This is an optimization exercise on Yosys and OpenROAD, whose aim is small area and a short achievable clock period, not a production implementation.
Function was checked by simulation only, so behaviour that the tests miss may differ from the original.
Power is estimated from default activity; no workload was simulated.

==> flow/design.v <==
`default_nettype none
package cpu_pkg;
    typedef enum logic [3:0] {
        ADD  = 4'd0,
        SUB  = 4'd1,
        AND  = 4'd2,
        OR   = 4'd3,
        XOR  = 4'd4,
        SHL  = 4'd5,
        SHR  = 4'd6,
        MOV  = 4'd7,
        MOVF = 4'd8,
        LD   = 4'd9,
        ST   = 4'd10,
        NOP  = 4'd11
    } opcode_t;
    typedef enum logic [1:0] {
        MV_REG,
        MV_LOW,
        MV_HIGH,
        MV_FLAGS
    } mov_kind_t;
    localparam int REG_AW    = 3;
    localparam int NUM_REGS  = 6;   
    localparam int NUM_FLAGS = 4;
    localparam int FLAG_CARRY    = 0;
    localparam int FLAG_SIGN     = 1;
    localparam int FLAG_OVERFLOW = 2;
    localparam int FLAG_ZERO     = 3;
    localparam int LONG_BIT       = 31;
    localparam int LCODE_HI       = 13;
    localparam int LCODE_LO       = 9;
    localparam int LONG_MOVH_BASE = 6;
    localparam int LONG_MOVL_BASE = 12;
    localparam int IMM_HI         = 23;
    localparam int IMM_LO         = 16;
    localparam int IMM_W          = IMM_HI - IMM_LO + 1;
    localparam int OPC_HI     = 15;
    localparam int OPC_LO     = 12;
    localparam int OP1_HI     = 11;
    localparam int OP1_LO     = 9;
    localparam int OP2_HI     = 8;
    localparam int OP2_LO     = 6;
    localparam int SUFFIX_BIT = 5;
endpackage
`default_nettype wire
`timescale 1ns/1ns
`default_nettype none
import cpu_pkg::*;
module word_sequencer
(
    input  wire         clk,
    input  wire         arst_n,
    input  wire         word_valid,
    input  wire  [31:0] word,
    output logic        busy,
    output logic        en,
    output logic [31:0] long_instr,
    output logic        instr_choose
);
    typedef enum logic {
        IDLE,
        SECOND
    } seq_state_t;
    seq_state_t state;
    logic       accept;
    assign accept = word_valid && !busy;
    assign busy   = (state == SECOND);   
    always_ff @(posedge clk or negedge arst_n) begin
        if (!arst_n) begin
            state        <= IDLE;
            en           <= 1'b0;
            instr_choose <= 1'b0;
        end else begin
            en           <= accept || busy;
            instr_choose <= busy;   
            if (accept && !word[LONG_BIT])
                state <= SECOND;
            else
                state <= IDLE;
        end
    end
    always_ff @(posedge clk) begin
        if (accept)
            long_instr <= word;
    end
endmodule
`default_nettype wire
`timescale 1ns/1ns
`default_nettype none
import cpu_pkg::*;
module instr_decoder
(
    input  wire                  clk,
    input  wire                  arst_n,
    input  wire                  en,
    input  wire  [31:0]          long_instr,
    input  wire                  instr_choose,
    input  wire  [NUM_FLAGS-1:0] flags,
    output logic                 alu_en,
    output logic [3:0]           opcode,
    output logic                 mem_en,
    output logic                 wren,
    output logic                 move_en,
    output logic [1:0]           mov_kind,
    output logic [IMM_W-1:0]     immediate,
    output logic [REG_AW-1:0]    op1,
    output logic [REG_AW-1:0]    op2,
    output logic                 suffix,
    output logic [NUM_FLAGS-1:0] flags_snap
);
    logic [15:0]       half;
    logic [4:0]        lcode;
    logic              is_long;
    logic              regs_ok;
    logic [3:0]        d_opcode;
    logic              d_alu_en;
    logic              d_mem_en;
    logic              d_wren;
    logic              d_move_en;
    logic [1:0]        d_kind;
    logic [REG_AW-1:0] d_op1;
    logic [REG_AW-1:0] d_op2;
    assign half    = instr_choose ? long_instr[15:0] : long_instr[31:16];
    assign lcode   = long_instr[LCODE_HI:LCODE_LO];
    assign is_long = !instr_choose && long_instr[LONG_BIT];
    always_comb begin
        d_opcode  = half[OPC_HI:OPC_LO];
        d_op1     = half[OP1_HI:OP1_LO];
        d_op2     = half[OP2_HI:OP2_LO];
        d_alu_en  = 1'b0;
        d_mem_en  = 1'b0;
        d_wren    = 1'b0;
        d_move_en = 1'b0;
        d_kind    = MV_REG;
        regs_ok   = (d_op1 < NUM_REGS) && (d_op2 < NUM_REGS);
        if (is_long) begin
            d_opcode = NOP;
            if (lcode >= LONG_MOVH_BASE && lcode < LONG_MOVL_BASE) begin
                d_move_en = 1'b1;
                d_kind    = MV_HIGH;
                d_op1     = REG_AW'(lcode - LONG_MOVH_BASE);
            end else if (lcode >= LONG_MOVL_BASE && lcode < LONG_MOVL_BASE + NUM_REGS) begin
                d_move_en = 1'b1;
                d_kind    = MV_LOW;
                d_op1     = REG_AW'(lcode - LONG_MOVL_BASE);
            end
        end else begin
            case (d_opcode)
                ADD, SUB, AND, OR, XOR, SHL, SHR: d_alu_en = regs_ok;
                MOV: d_move_en = regs_ok;
                MOVF: begin
                    d_move_en = (d_op1 < NUM_REGS);   
                    d_kind    = MV_FLAGS;
                end
                LD: d_mem_en = regs_ok;
                ST: begin
                    d_mem_en = regs_ok;
                    d_wren   = regs_ok;
                end
                default: d_opcode = NOP;   
            endcase
        end
    end
    always_ff @(posedge clk or negedge arst_n) begin
        if (!arst_n) begin
            alu_en  <= 1'b0;
            mem_en  <= 1'b0;
            wren    <= 1'b0;
            move_en <= 1'b0;
        end else begin
            alu_en  <= en && d_alu_en;
            mem_en  <= en && d_mem_en;
            wren    <= en && d_wren;
            move_en <= en && d_move_en;
        end
    end
    always_ff @(posedge clk) begin
        if (en) begin
            opcode    <= d_opcode;
            op1       <= d_op1;
            op2       <= d_op2;
            mov_kind  <= d_kind;
            immediate <= long_instr[IMM_HI:IMM_LO];
            suffix    <= d_alu_en && half[SUFFIX_BIT];
        end
        if (en && d_kind == MV_FLAGS)
            flags_snap <= flags;
    end
endmodule
`default_nettype wire
`timescale 1ns/1ns
`default_nettype none
import cpu_pkg::*;
module reg_file
#(
    parameter int WIDTH = 16
) (
    input  wire               clk,
    input  wire               arst_n,
    input  wire  [REG_AW-1:0] rd_a_addr,
    output logic [WIDTH-1:0]  rd_a,
    input  wire  [REG_AW-1:0] rd_b_addr,
    output logic [WIDTH-1:0]  rd_b,
    input  wire               wr_en,
    input  wire  [REG_AW-1:0] wr_addr,
    input  wire  [WIDTH-1:0]  wr_data
);
    logic [WIDTH-1:0] regs [NUM_REGS];
    assign rd_a = (rd_a_addr < NUM_REGS) ? regs[rd_a_addr] : '0;
    assign rd_b = (rd_b_addr < NUM_REGS) ? regs[rd_b_addr] : '0;
    always_ff @(posedge clk or negedge arst_n) begin
        if (!arst_n) begin
            for (int i = 0; i < NUM_REGS; i++)
                regs[i] <= '0;
        end else if (wr_en && wr_addr < NUM_REGS) begin
            regs[wr_addr] <= wr_data;
        end
    end
endmodule
`default_nettype wire
`timescale 1ns/1ns
`default_nettype none
import cpu_pkg::*;
module alu
#(
    parameter int WIDTH = 16
) (
    input  wire                  clk,
    input  wire                  arst_n,
    input  wire                  en,
    input  wire  [3:0]           opcode,
    input  wire  [WIDTH-1:0]     a,
    input  wire  [WIDTH-1:0]     b,
    input  wire                  set_flags,
    output logic [WIDTH-1:0]     result,
    output logic [NUM_FLAGS-1:0] flags
);
    logic [WIDTH:0]          sum;
    logic [WIDTH:0]          diff;
    logic                    carry;
    logic                    ovf;
    logic [NUM_FLAGS-1:0]    nxt_flags;
    always_comb begin
        sum   = {1'b0, a} + {1'b0, b};
        diff  = {1'b0, a} - {1'b0, b};
        carry = 1'b0;
        ovf   = 1'b0;
        case (opcode)
            ADD: begin
                result = sum[WIDTH-1:0];
                carry  = sum[WIDTH];
                ovf    = (a[WIDTH-1] == b[WIDTH-1]) && (result[WIDTH-1] != a[WIDTH-1]);
            end
            SUB: begin
                result = diff[WIDTH-1:0];
                carry  = diff[WIDTH];   
                ovf    = (a[WIDTH-1] != b[WIDTH-1]) && (result[WIDTH-1] != a[WIDTH-1]);
            end
            AND:     result = a & b;
            OR:      result = a | b;
            XOR:     result = a ^ b;
            SHL:     result = a << b[3:0];
            SHR:     result = a >> b[3:0];
            MOV:     result = b;
            default: result = '0;
        endcase
        nxt_flags                = '0;
        nxt_flags[FLAG_CARRY]    = carry;
        nxt_flags[FLAG_SIGN]     = result[WIDTH-1];
        nxt_flags[FLAG_OVERFLOW] = ovf;
        nxt_flags[FLAG_ZERO]     = (result == '0);
    end
    always_ff @(posedge clk or negedge arst_n) begin
        if (!arst_n)
            flags <= '0;
        else if (en && set_flags)
            flags <= nxt_flags;   
    end
endmodule
`default_nettype wire
`timescale 1ns/1ns
`default_nettype none
module data_mem #(
    parameter int WIDTH  = 16,
    parameter int MEM_AW = 4
) (
    input  wire               clk,
    input  wire  [MEM_AW-1:0] addr,
    input  wire               wr_en,
    input  wire  [WIDTH-1:0]  wr_data,
    output logic [WIDTH-1:0]  rd_data
);
    logic [WIDTH-1:0] mem [2**MEM_AW];
    assign rd_data = mem[addr];   
    always_ff @(posedge clk) begin
        if (wr_en)
            mem[addr] <= wr_data;
    end
endmodule
`default_nettype wire
`timescale 1ns/1ns
`default_nettype none
import cpu_pkg::*;
module mini_core
#(
    parameter int WIDTH  = 16,
    parameter int MEM_AW = 4
) (
    input  wire                  clk,
    input  wire                  arst_n,
    input  wire                  word_valid,
    input  wire  [31:0]          word,
    output logic                 busy,
    output logic                 wr_en,
    output logic [REG_AW-1:0]    wr_addr,
    output logic [WIDTH-1:0]     wr_data,
    output logic [NUM_FLAGS-1:0] flags
);
    logic                 en;
    logic [31:0]          long_instr;
    logic                 instr_choose;
    logic                 alu_en;
    logic [3:0]           opcode;
    logic                 mem_en;
    logic                 wren;
    logic                 move_en;
    logic [1:0]           mov_kind;
    logic [IMM_W-1:0]     immediate;
    logic [REG_AW-1:0]    op1;
    logic [REG_AW-1:0]    op2;
    logic                 suffix;
    logic [NUM_FLAGS-1:0] flags_snap;
    logic [WIDTH-1:0]     rd_a;
    logic [WIDTH-1:0]     rd_b;
    logic [WIDTH-1:0]     alu_result;
    logic [WIDTH-1:0]     mem_rd;
    word_sequencer i_word_sequencer (
        .clk          (clk),
        .arst_n       (arst_n),
        .word_valid   (word_valid),
        .word         (word),
        .busy         (busy),
        .en           (en),
        .long_instr   (long_instr),
        .instr_choose (instr_choose)
    );
    instr_decoder i_instr_decoder (
        .clk          (clk),
        .arst_n       (arst_n),
        .en           (en),
        .long_instr   (long_instr),
        .instr_choose (instr_choose),
        .flags        (flags),
        .alu_en       (alu_en),
        .opcode       (opcode),
        .mem_en       (mem_en),
        .wren         (wren),
        .move_en      (move_en),
        .mov_kind     (mov_kind),
        .immediate    (immediate),
        .op1          (op1),
        .op2          (op2),
        .suffix       (suffix),
        .flags_snap   (flags_snap)
    );
    reg_file #(
        .WIDTH (WIDTH)
    ) i_reg_file (
        .clk       (clk),
        .arst_n    (arst_n),
        .rd_a_addr (op1),
        .rd_a      (rd_a),
        .rd_b_addr (op2),
        .rd_b      (rd_b),
        .wr_en     (wr_en),
        .wr_addr   (wr_addr),
        .wr_data   (wr_data)
    );
    alu #(
        .WIDTH (WIDTH)
    ) i_alu (
        .clk       (clk),
        .arst_n    (arst_n),
        .en        (alu_en),
        .opcode    (opcode),
        .a         (rd_a),
        .b         (rd_b),
        .set_flags (suffix),
        .result    (alu_result),
        .flags     (flags)
    );
    data_mem #(
        .WIDTH  (WIDTH),
        .MEM_AW (MEM_AW)
    ) i_data_mem (
        .clk     (clk),
        .addr    (rd_b[MEM_AW-1:0]),
        .wr_en   (mem_en && wren),
        .wr_data (rd_a),
        .rd_data (mem_rd)
    );
    assign wr_en   = alu_en || move_en || (mem_en && !wren);
    assign wr_addr = op1;
    always_comb begin
        wr_data = alu_result;
        if (mem_en) begin
            wr_data = mem_rd;
        end else if (move_en) begin
            case (mov_kind)
                MV_LOW:   wr_data = {rd_a[WIDTH-1:IMM_W], immediate};
                MV_HIGH:  wr_data = {immediate, rd_a[WIDTH-IMM_W-1:0]};
                MV_FLAGS: wr_data = WIDTH'(flags_snap);   
                default:  wr_data = rd_b;
            endcase
        end
    end
endmodule
`default_nettype wire
==> flow/run.sh <==
#!/bin/bash
# synth_recipe.tcl (not shown) runs the flow's synth.tcl, then flattens the netlist and writes it again
# the make line also repeats each setting of config.mk as NAME=value (left out here)
make -C /OpenROAD-flow-scripts/flow DESIGN_CONFIG=/design/flow/config.mk WORK_HOME=/design/flow/orfs CLKGATE_MAP_FILE= SYNTH_SCRIPT=/design/flow/synth_recipe.tcl finish
==> flow/config.mk <==
export PLATFORM = sky130hd
export DESIGN_NAME = mini_core
export DESIGN_NICKNAME = mini_core
export VERILOG_FILES = /design/flow/design.v
export SDC_FILE = /design/flow/constraint.sdc
export NUM_CORES = 4
export LEC_CHECK = 0
export CAP_MARGIN = 20
export CORE_MARGIN = 2
export CORE_UTILIZATION = 45
export PLACE_DENSITY = 0.6
export SLEW_MARGIN = 20
==> flow/constraint.sdc <==
create_clock -name core_clock -period 7.5 [get_ports {clk}]
set_input_delay 1.5000 -clock core_clock [delete_from_list [all_inputs] [get_ports {clk}]]
set_output_delay 1.5000 -clock core_clock [all_outputs]
set_load 0.01 [all_outputs]
==> summary.txt <==
Worst setup path
  • Crit path cell chain: ha_2 > nand2_1 > a21o_1 > a31oi_4 > ha_2 > inv_1 > fa_1 > nand2b_1 > a221o_1 > o211a_1 > a21oi_2 > nor2_1 > a211oi_1 > a31oi_1 > o41a_1 > o32ai_4 > inv_1 > clkdlybuf4s50_1
  • Slowest cell delay on critical path: around 0.5 ns
  • Worst setup EP type: output port
  • Crit Path Max Fanout: 9
  • CP required: roughly 6 ns
  • Buf/Inv on CP: 3
  • CP Data Arrival Time: ~5.8 ns
  • Slowest cell on the critical path: ha_2
  • Crit-path leading delay family: compound AO/OA/AOI/OAI gates
  • Kind of critical path: register to output port
  • Crit start category: register

Finish
  • Final instance area: ~26000 µm²
  • ANT cells: 0
  • Most frequent cells in the layout: edfxtp_1 (308), o21ai_0 (186), mux2i_1 (155), nand2_1 (145), buf_4 (123)
  • Most common cell after layout, fill and taps aside: edfxtp_1
  • FF+latch area: 11900 µm²
  • Area growth, synth to finish: 15.7%
  • Fillcell total: between 4000 and 5000
  • Layout cells sized above 1: 14.6%
  • Fin util: between 50% and 60%
  • Non-Filler Instances: 2777
  • Multi-input gate area: roughly 9600 µm²
  • Net count, final: between 2000 and 2500

Timing
  • Min Hold Slack: approximately 0.42 ns
  • Fin Setup TNS: 0 ns
  • Fin. max-slew vios: 0
  • Final min period: 7.28 ns
  • Fmax: ~140 MHz
  • Final period util: between 90% and 100%
  • Final hold violations: 0
  • Worst-Margin Slew: around 1.1 ns
  • Rel. slew slack: between 20 and 30%
  • Setup ws final: roughly 0.22 ns
  • RSZ-0062 raised after global routing: false
  • Endpoints failing setup: 0
  • Post-route clock skew: between 0.03 and 0.04 ns

Routing
  • Drt pass-1 iters: 6
  • Post-route ant nets: 0
  • First DRT Iteration DRCs: between 1500 and 2000
  • Routed vias: about 17000
  • Routed vias/inst: 6.22
  • # DRC: 0
  • Total wire length: 74.8 mm
  • Per-cell routed wire length: about 27 µm

Pwr
  • Seq pwr share: between 30% and 40%
  • Worst vdd ir: approximately 240 µV
  • Logic pwr share: about two fifths
  • Pleak: ~10 nW
  • P_int: 5.26 mW
  • Clk network pwr share: 25.9%
  • Tot Pwr: around 8.4 mW
  • Sw Pwr: about 3.2 mW
  • Power Dens Cells: around 330 nW/µm²
  • Net Sw Frac: 37.7%

Die
  • IO Pins: 60
  • Die width: around 230 µm
  • Row count: slightly above 80
  • Total die area: between 50000 and 60000 µm²
  • Starting Density: about 45%
  • Core ar.: about 50000 µm²
  • Chip Height: 226 µm

Clock network
  • CTS tree: done
  • CTS max path bufs: 3
  • Clk sinks: 415
  • CTS Root Cell: clkbuf_16
  • CTS HTree Levels: 2
  • Clk Latency, worst-skew pair: 0.60 ns
  • Hold_buf cts: 0
  • CTS clock-pin slew for the worst setup and hold paths: 0.06 ns
  • TritonCTS Buffers: 45

GRT
  • Largest net degree at the start of global routing: between 70 and 80
  • Number of global-route vias before repair: 17000
  • Gr usage total: 29.8%
  • Initial antenna violation count: 1
  • Grt ovf: 0
  • First-pass GRT wire length: between 100 and 150 mm

Yosys
  • Post-synth EDFFs: 308
  • Mapped Cells: between 1500 and 2000
  • Syn_nets: slightly above 2000
  • Primary FF master, synth: edfxtp_1
  • Syn. warnings: 7
  • Async set-reset flop share out of synthesis: approximately 26%
  • Syn Area/Cell: approximately 11 µm²
  • Cell area after synthesis: 22200 µm²
  • #FFs+latches synth: about 420
  • Netlist cell types: slightly below 90
  • Sequential area share after synthesis: a little over half

Placed design
  • Port Buffers: 54
  • Worst slack, placed: 0.405 ns
  • DP Area: 24000 µm²
  • GPL Wtd Cong: 1.02
  • Placed cell count: 2694
  • Dpl hpwl: 52.2 mm

Hold path
  • Hold Path Class: register to register

Job
  • Max cap viols: 0

Run status
  • Status: finished clean
[cell usage after synthesis (7+ instances only)]
cell	instances	share of area, %
mux2_2	37	1.9
a21o_1	11	0.37
o221ai_1	21	0.83
o31a_1	7	0.28
o22ai_1	54	1.5
inv_1	72	1.2
and3_1	10	0.28
o21ai_0	189	4.3
clkbuf_1	90	1.5
nor2b_1	34	0.96
mux4_2	7	0.71
edfxtp_1	308	42
nor3_1	34	0.77
a211oi_1	18	0.61
nand3b_1	10	0.34
nand3_1	71	1.6
a31oi_1	12	0.34
a21oi_1	66	1.5
o211ai_1	14	0.47
mux2i_1	155	7.0
o22a_1	13	0.51
dfrtp_1	107	12
o21a_1	13	0.44
buf_1	14	0.24
nand2_1	145	2.5
nor2_1	108	1.8
ha_1	53	3.0
or3_1	9	0.25
buf_2	22	0.50
o21ai_1	16	0.36
a221oi_1	35	1.4
nand2b_1	16	0.45
a22oi_1	72	2.4
[cells by family after synthesis]
kind of cell    after synthesis  share of synthesized area (%)
flops                       415                           53.8
buf+inv                     211                           3.98
mux                         201                           9.73
simple gates                477                           10.3
xor+xnor                      5                          0.198
compound gates              621                           18.8
fa+ha+maj                    55                           3.17
[per-layer routing]
| metal | track usage, % | part of all wire [%] | up-vias |
|---|---|---|---|
| li1 | - | - | 7802 |
| met1 | 39.7 | 41 | 8577 |
| met2 | 48.8 | 47 | 703 |
| met3 | 4.38 | 6.7 | 178 |
| met4 | 12.7 | 4.8 | 0 |
| met5 | 0 | 0 | - |
[worst paths after layout]
| path | from | slack, ns | depth (start not counted) | endpoint |
|---|---|---|---|---|
| setup / recovery | i_instr_decoder.op2[2] | 0.22 | 18 | wr_data[14] |
| hold / removal | i_word_sequencer.long_instr[20] | 0.42 | 0 | i_instr_decoder.immediate[4] |
| setup reg to reg | i_instr_decoder.op2[2] | 2.33 | 17 | i_alu.flags[3] |
| hold reg to reg | i_word_sequencer.long_instr[20] | 0.42 | 0 | i_instr_decoder.immediate[4] |
| max in group asynchronous | arst_n | 5.56 | 2 | i_reg_file.regs[0][7] |
| min in group asynchronous | arst_n | 0.85 | 1 | i_alu.flags[1] |
[repair_timing]
item                                    CTS  global route
setup buffers                             0             4
gates resized for setup                   8            21
hold endpoints to repair                  0             0
pin swaps                                 0             6
endpoints found under the setup margin    4            10
[worst reg2reg max path, delay by kind of cell, from the launching register on]
family	cells	cell delay (ns)
compound gates	8	2.24
fa+ha+maj	3	1.25
buf+inv	1	0.07
flops	1	0.42
simple gates	5	1.15
[power groups by stage]
stage	Combinational, mW	Sequential (mW)	Clock, mW
finish	3.23	3.03	2.19
global route	3.45	3.06	2.30
CTS	3.15	3.02	2.22
detailed placement	3.12	3.07	0
global placement	3.09	3.06	0
floorplan	1.86	3.00	0
[registers in the layout (all words and copies together), names as in the netlist]
signal and flops:
i_alu.flags 4, i_data_mem.mem 256, i_instr_decoder.alu_en 1, i_instr_decoder.flags_snap 4
i_instr_decoder.immediate 8, i_instr_decoder.mem_en 1, i_instr_decoder.mov_kind 2, i_instr_decoder.move_en 1
i_instr_decoder.op1 3, i_instr_decoder.op2 3, i_instr_decoder.opcode 4, i_instr_decoder.suffix 1
i_instr_decoder.wren 1, i_reg_file.regs 96, i_word_sequencer.en 1, i_word_sequencer.instr_choose 1
i_word_sequencer.long_instr 27, i_word_sequencer.state 1
[area by class of cell]
| class | count | area share [%] |
|---|---|---|
| inverter | 78 | 1.16 |
| clock buffer | 62 | 5.00 |
| tap | 664 | 3.24 |
| clock inverter | 17 | 0.635 |
| sequential | 415 | 46.5 |
| multi-input combinational | 1359 | 37.4 |
| timing repair buffer | 182 | 6.02 |

-- separate check: timing with driven ports --
The results above use ideal ports. As a check the final layout listed here was re-extracted and re-timed, cells and wires unchanged.
Step 1 assumes that a clkbuf_16 drives the clock port and a buf_2 every other input.
Step 2 moves the port delays by t, midway between the first and last clock arrival at a register: inputs arrive t later, outputs are due t later. That takes back most of the time a late clock gives input paths.
Three values: ideal ports, drivers, drivers and shift; two values: the first two.
shift t [ns]: 0.638
setup WS [ns]: 0.222 / 0.162 / 0.800
worst data-port slew with drivers (ns): 0.04
After both steps setup and hold are still met in this run. The setup slack of this run moves by -0.060 ns with the drivers and by +0.578 ns with both steps.
